Background: an optimization exercise with open tools, aiming at small area and a short achievable clock period. Do not read the settings as production practice. At most, simulation tests tie the RTL to the original design; equivalence was not proved. Power figures rest on the tool's default switching activity, not on a simulated workload.

before:
// hq_dh_sequencer
module hq_dh_sequencer #(
  parameter int Q       = 8,
  parameter int N       = 16,
  parameter int HQ_ROWS = 4,
  parameter int HQ_COLS = 32,
  parameter int TIMEOUT = 64
) (
  input  logic                clk,
  input  logic                rst,
  input  logic                wr_en,
  input  logic signed [N-1:0] wr_real,
  input  logic signed [N-1:0] wr_im,
  input  logic                start,
  input  logic                Dh_result_valid,
  output logic                loaded,
  output logic                busy,
  output logic                Dh_en,
  output logic signed [N-1:0] out_real,
  output logic signed [N-1:0] out_im,
  output logic [3:0]          q_idx,
  output logic                done,
  output logic                err
);
clock: 6.0 ns
lec_check: 0
cap_margin: 20
core_margin: 2
core_utilization: 70
cts_cluster_diameter: 60
cts_cluster_size: 24
setup_slack_margin: 3.6
slew_margin: 20
standard.sh (not shown) runs the stock make flow with config.mk's settings and CLKGATE_MAP_FILE= SYNTH_SCRIPT=/design/flow/synth_recipe.tcl, a recipe that flattens the netlist after the stock synthesis.
==> flow/flow/run.sh <==
#!/bin/bash
# The standard layout with two changes:
#  - before detailed placement, flow/pull_out.tcl moves each out_real/out_im
#    register (with the logic that feeds only it, and its port buffer) next to
#    its output pin; detailed placement then legalizes as usual;
#  - clock tree synthesis runs without dummy loads (the arguments the standard
#    flow builds from config.mk, plus -dont_use_dummy_load).
# Synthesis and every other step are the standard flow's. make's full output
# goes to standard_flow.log; each step's log is under orfs/logs.
set -euo pipefail
here=$(pwd)
cts="-sink_clustering_enable -repair_clock_nets -sink_clustering_size 24 -sink_clustering_max_diameter 60 -dont_use_dummy_load"
bash standard.sh "PRE_DETAIL_PLACE_TCL=$here/flow/pull_out.tcl" "CTS_ARGS=$cts" finish > standard_flow.log 2>&1
Other scripts of this flow, unchanged in this note and not shown: flow/flow/pull_out.tcl
before: done, clean on timing, DRC and antenna
What after does differently from before at the input level:
-- flow/design.v --
<<< before, line 66
  logic                w_rd_en;
  logic                w_go;
  logic [W-1:0]        w_rd_data;
  logic [W-1:0]        b_pos0 [2];
>>> after, line 66
  logic                w_rd_en;
  logic                w_go;
  logic                w_start_ok;    
  logic                w_feed_more;   
  logic                w_wait_end;    
  logic [W-1:0]        w_rd_data;
  logic [W-1:0]        b_pos0 [2];
<<< before, line 72
  assign w_accept  = (r_state == S_WAIT) && Dh_result_valid && !r_valid_d;
  assign w_wr_fire = (r_state == S_IDLE) && !r_loaded && wr_en;
  always_comb begin
    w_state_nxt    = r_state;
>>> after, line 75
  assign w_accept  = (r_state == S_WAIT) && Dh_result_valid && !r_valid_d;
  assign w_wr_fire = (r_state == S_IDLE) && !r_loaded && wr_en;
  assign w_start_ok  = (r_state == S_IDLE) && r_loaded && start;
  assign w_feed_more = (r_state == S_FEED) && (r_k != K_W'(BURST - 1));
  assign w_wait_end  = (r_state == S_WAIT) && (r_wait_cnt == CNT_W'(TIMEOUT - 1));
  always_comb begin
    w_state_nxt    = r_state;
<<< before, line 219
      r_wv       <= w_wr_fire;
      r_rsel     <= w_rsel_nxt;
      r_rdf      <= (w_state_nxt == S_FEED) && (w_k_nxt != K_W'(BURST - 1));
      r_rds      <= (w_state_nxt == S_IDLE) && w_loaded_nxt;
      r_rda      <= (w_state_nxt == S_WAIT) && (w_q_nxt != 4'(LAST_Q));
      r_off      <= w_off_nxt;
      r_ra       <= (w_off_nxt != 4'd0) && (!r_busy || (r_q < 4'd2));
>>> after, line 225
      r_wv       <= w_wr_fire;
      r_rsel     <= w_rsel_nxt;
      r_rdf      <= w_start_ok || (w_feed_more && (r_k != K_W'(BURST - 2))) ||
                    (w_accept && (r_q != 4'(LAST_Q)));
      r_rds      <= ((r_state == S_IDLE) && r_loaded && !start) ||
                    (w_wr_fire && (r_wr_ptr == ADDR_W'(DEPTH - 1))) ||
                    (w_wait_end && !w_accept);
      r_rda      <= (r_q != 4'(LAST_Q)) &&
                    (((r_state == S_FEED) && !w_feed_more) ||
                     ((r_state == S_WAIT) && !w_accept && !w_wait_end));
      r_off      <= w_off_nxt;
      r_ra       <= (w_off_nxt != 4'd0) && (!r_busy || (r_q < 4'd2));
<<< before, line 230
                    ((r_state == S_FEED) && (r_q >= 4'd2) && (r_k == K_W'(k)));
      end
      for (int b = 0; b < 2; b++) begin
        r_shb[b] <= (w_wr_fire && (r_wr_ptr < ADDR_W'(NFIX)) && (r_wr_ptr[K_W] == 1'(b))) ||
                    ((w_state_nxt == S_FEED) && (w_q_nxt == 4'(b)));
      end
    end
  end
>>> after, line 241
                    ((r_state == S_FEED) && (r_q >= 4'd2) && (r_k == K_W'(k)));
      end
      r_shb[0]   <= (w_wr_fire && (r_wr_ptr < ADDR_W'(NFIX)) && !r_wr_ptr[K_W]) ||
                    w_start_ok || (w_feed_more && (r_q == 4'd0));
      r_shb[1]   <= (w_wr_fire && (r_wr_ptr < ADDR_W'(NFIX)) && r_wr_ptr[K_W]) ||
                    (w_accept && (r_q == 4'd0)) || (w_feed_more && (r_q == 4'd1));
    end
  end
Findings:
after reached the end of the flow, and the finished layout is clean on the timing, DRC and antenna checks.
Comparing after and before, the lower initial antenna violation count is on after.
before -> after: area used by sequential logic in the layout flat
NOTE total chip power before->after decreased by a few percent
From before to after the numbers moved as follows: growth of design area from synthesis to finish flat; routed wire length now sits higher; synthesized netlist cell count ~0 delta.
Period utilization, after and before, lower one = before.
Compared with before, after has less setup slack.
In the tables for after and before, post-detailed-route wirelength per cell reads lower with before.
There was hardly any difference in die area between before and after.
Changes observed in after relative to before: leakage power total fell about 0.36%; internal portion of total power fell about 1.8%.
Combinational cell fraction of total power in after is 1.5 points lower than in before
after ended up with met4 as its top metal layer carrying routed signals; before ended up with met5.
Maximum frequency (lower): after

hq_dh_sequencer again, from the RTL that the note above started with.
Settings: LEC_CHECK=0, CAP_MARGIN=20, CORE_MARGIN=2, CORE_UTILIZATION=70, CTS_CLUSTER_DIAMETER=60, CTS_CLUSTER_SIZE=24, SETUP_SLACK_MARGIN=3.6, SLEW_MARGIN=20; clock period 6.0 ns.
run.sh (not shown) runs the stock make flow with config.mk's settings and CLKGATE_MAP_FILE= SYNTH_SCRIPT=/design/flow/synth_recipe.tcl, a recipe that flattens the netlist after the stock synthesis.
Stock flow here: none of the scripts above is used.
Next try:
--- a/flow/design.v
+++ b/flow/design.v
@@ -42,26 +42,25 @@
   state_t              r_state,    w_state_nxt;
   logic [ADDR_W-1:0]   r_wr_ptr,   w_wr_ptr_nxt;
   logic                r_loaded,   w_loaded_nxt;
   logic                r_busy,     w_busy_nxt;
   logic                r_err,      w_err_nxt;
   logic                r_done,     w_done_nxt;
   logic                r_dh_en,    w_dh_en_nxt;
   logic [3:0]          r_q,        w_q_nxt;
   logic [K_W-1:0]      r_k,        w_k_nxt;
   logic [CNT_W-1:0]    r_wait_cnt, w_wait_cnt_nxt;
   logic [W-1:0]        r_out,      w_out_nxt;
   logic                r_valid_d;
-  logic                r_wv;
-  logic [W-1:0]        r_wd;
+  logic [W-1:0]        w_wd;        
   logic [3:0]          r_off,      w_off_nxt;
   logic                r_ra;        
   logic [BURST-1:0]    r_shf;       
   logic [BURST-1:0]    r_sh;        
   logic [1:0]          r_shb;       
   logic                r_rdf;       
   logic                r_rds;       
   logic                r_rda;       
   logic                w_accept;
   logic                w_wr_fire;
   logic                w_rd_en;
   logic                w_go;
@@ -184,83 +183,81 @@
       r_state    <= S_IDLE;
       r_wr_ptr   <= '0;
       r_loaded   <= 1'b0;
       r_busy     <= 1'b0;
       r_err      <= 1'b0;
       r_done     <= 1'b0;
       r_dh_en    <= 1'b0;
       r_q        <= '0;
       r_k        <= '0;
       r_wait_cnt <= '0;
       r_out      <= '0;
       r_valid_d  <= 1'b0;
-      r_wv       <= 1'b0;
       r_off      <= '0;
       r_ra       <= 1'b0;
       r_shf      <= '0;
       r_sh       <= '0;
       r_shb      <= '0;
       r_rsel     <= R_B0P0;
       r_rdf      <= 1'b0;
       r_rds      <= 1'b0;
       r_rda      <= 1'b0;
     end else begin
       r_state    <= w_state_nxt;
       r_wr_ptr   <= w_wr_ptr_nxt;
       r_loaded   <= w_loaded_nxt;
       r_busy     <= w_busy_nxt;
       r_err      <= w_err_nxt;
       r_done     <= w_done_nxt;
       r_dh_en    <= w_dh_en_nxt;
       r_q        <= w_q_nxt;
       r_k        <= w_k_nxt;
       r_wait_cnt <= w_wait_cnt_nxt;
       r_out      <= w_out_nxt;
       r_valid_d  <= Dh_result_valid;
-      r_wv       <= w_wr_fire;
       r_rsel     <= w_rsel_nxt;
       r_rdf      <= (w_state_nxt == S_FEED) && (w_k_nxt != K_W'(BURST - 1));
       r_rds      <= (w_state_nxt == S_IDLE) && w_loaded_nxt;
       r_rda      <= (w_state_nxt == S_WAIT) && (w_q_nxt != 4'(LAST_Q));
       r_off      <= w_off_nxt;
       r_ra       <= (w_off_nxt != 4'd0) && (!r_busy || (r_q < 4'd2));
       for (int k = 0; k < BURST; k++) begin
         r_shf[k] <= (r_state == S_FEED) && (r_q >= 4'd2) && (r_k == K_W'(k));
-        r_sh[k]  <= (w_wr_fire && (r_wr_ptr >= ADDR_W'(NFIX)) && (r_wr_ptr[K_W-1:0] == K_W'(k))) ||
-                    ((w_off_nxt != 4'd0) && (!r_busy || (r_q < 4'd2))) ||
+        r_sh[k]  <= ((w_off_nxt != 4'd0) && (!r_busy || (r_q < 4'd2))) ||
                     ((r_state == S_FEED) && (r_q >= 4'd2) && (r_k == K_W'(k)));
       end
       for (int b = 0; b < 2; b++) begin
-        r_shb[b] <= (w_wr_fire && (r_wr_ptr < ADDR_W'(NFIX)) && (r_wr_ptr[K_W] == 1'(b))) ||
-                    ((w_state_nxt == S_FEED) && (w_q_nxt == 4'(b)));
+        r_shb[b] <= (w_state_nxt == S_FEED) && (w_q_nxt == 4'(b));
       end
     end
   end
-  always_ff @(posedge clk) begin
-    r_wd <= {wr_real, wr_im};
-  end
+  assign w_wd = {wr_real, wr_im};
   for (genvar b = 0; b < 2; b++) begin : g_burst
     logic [BURST*W-1:0] r_ch;
+    logic               w_load;
+    assign w_load = w_wr_fire && (r_wr_ptr < ADDR_W'(NFIX)) && (r_wr_ptr[K_W] == 1'(b));
     always_ff @(posedge clk) begin
-      if (r_shb[b])
-        r_ch <= {r_wv ? r_wd : r_ch[W-1:0], r_ch[BURST*W-1:W]};
+      if (r_shb[b] || w_load)
+        r_ch <= {w_wr_fire ? w_wd : r_ch[W-1:0], r_ch[BURST*W-1:W]};
     end
     assign b_pos0[b] = r_ch[W-1:0];
     assign b_pos1[b] = r_ch[2*W-1:W];
   end
   for (genvar k = 0; k < BURST; k++) begin : g_chain
     logic [CLEN*W-1:0] r_ch;
+    logic              w_load;
+    assign w_load = w_wr_fire && (r_wr_ptr >= ADDR_W'(NFIX)) && (r_wr_ptr[K_W-1:0] == K_W'(k));
     always_ff @(posedge clk) begin
-      if (r_sh[k])
-        r_ch <= {r_wv ? r_wd : r_ch[W-1:0], r_ch[CLEN*W-1:W]};
+      if (r_sh[k] || w_load)
+        r_ch <= {w_wr_fire ? w_wd : r_ch[W-1:0], r_ch[CLEN*W-1:W]};
     end
     assign head[k] = r_ch[W-1:0];
   end
   assign loaded   = r_loaded;
   assign busy     = r_busy;
   assign Dh_en    = r_dh_en;
   assign out_real = r_out[W-1:N];
   assign out_im   = r_out[N-1:0];
   assign q_idx    = r_q;
   assign done     = r_done;
   assign err      = r_err;
 endmodule
Setup slack improves by 0.014 ns.
Critical path depth is unchanged.
Synthesized cell count shrinks by 2.2%.
Area after synthesis shrinks by 0.78%.
Fmax grows by 0.56%.
Core utilization grows by 1.7 points.
Power shrinks by 1.9%.
Combinational power shrinks by about 4%.
Function not checked in the second run of this note: the RTL went through the layout flow alone.

afterwards: timing with drivers on the ports:
Ports are ideal in the flow. The routed layouts listed here were re-timed in OpenROAD.
Step 1, drivers: a clkbuf_16 drives clk and a buf_2 each remaining input, both assumed.
Step 2 also shifts input and output timing later by t, the mid clock arrival at the registers, as if the neighbouring blocks saw the same clock.
a / b / c = no drivers / after step 1 / after step 2; a / b = the first two.
run | t (ns) | slack for setup (ns) | latest minus earliest clock arrival (ns) | worst data-port slew with drivers (ns)
before | 0.911 | 3.455 / 3.373 / 2.758 | 0.053 / 0.052 | 0.17
after | 0.914 | 3.425 / 3.373 / 2.659 | 0.054 / 0.054 | 0.08
the first run of note 2 | 0.934 | 3.381 / 3.300 / 2.791 | 0.030 / 0.031 | 0.18
the second run of note 2 | 0.940 | 3.396 / 3.308 / 2.752 | 0.042 / 0.043 | 0.09
After both steps setup and hold are still met in every run listed. The setup slack of after, which loses most, moves by -0.052 ns with the drivers and by -0.766 ns with both steps.
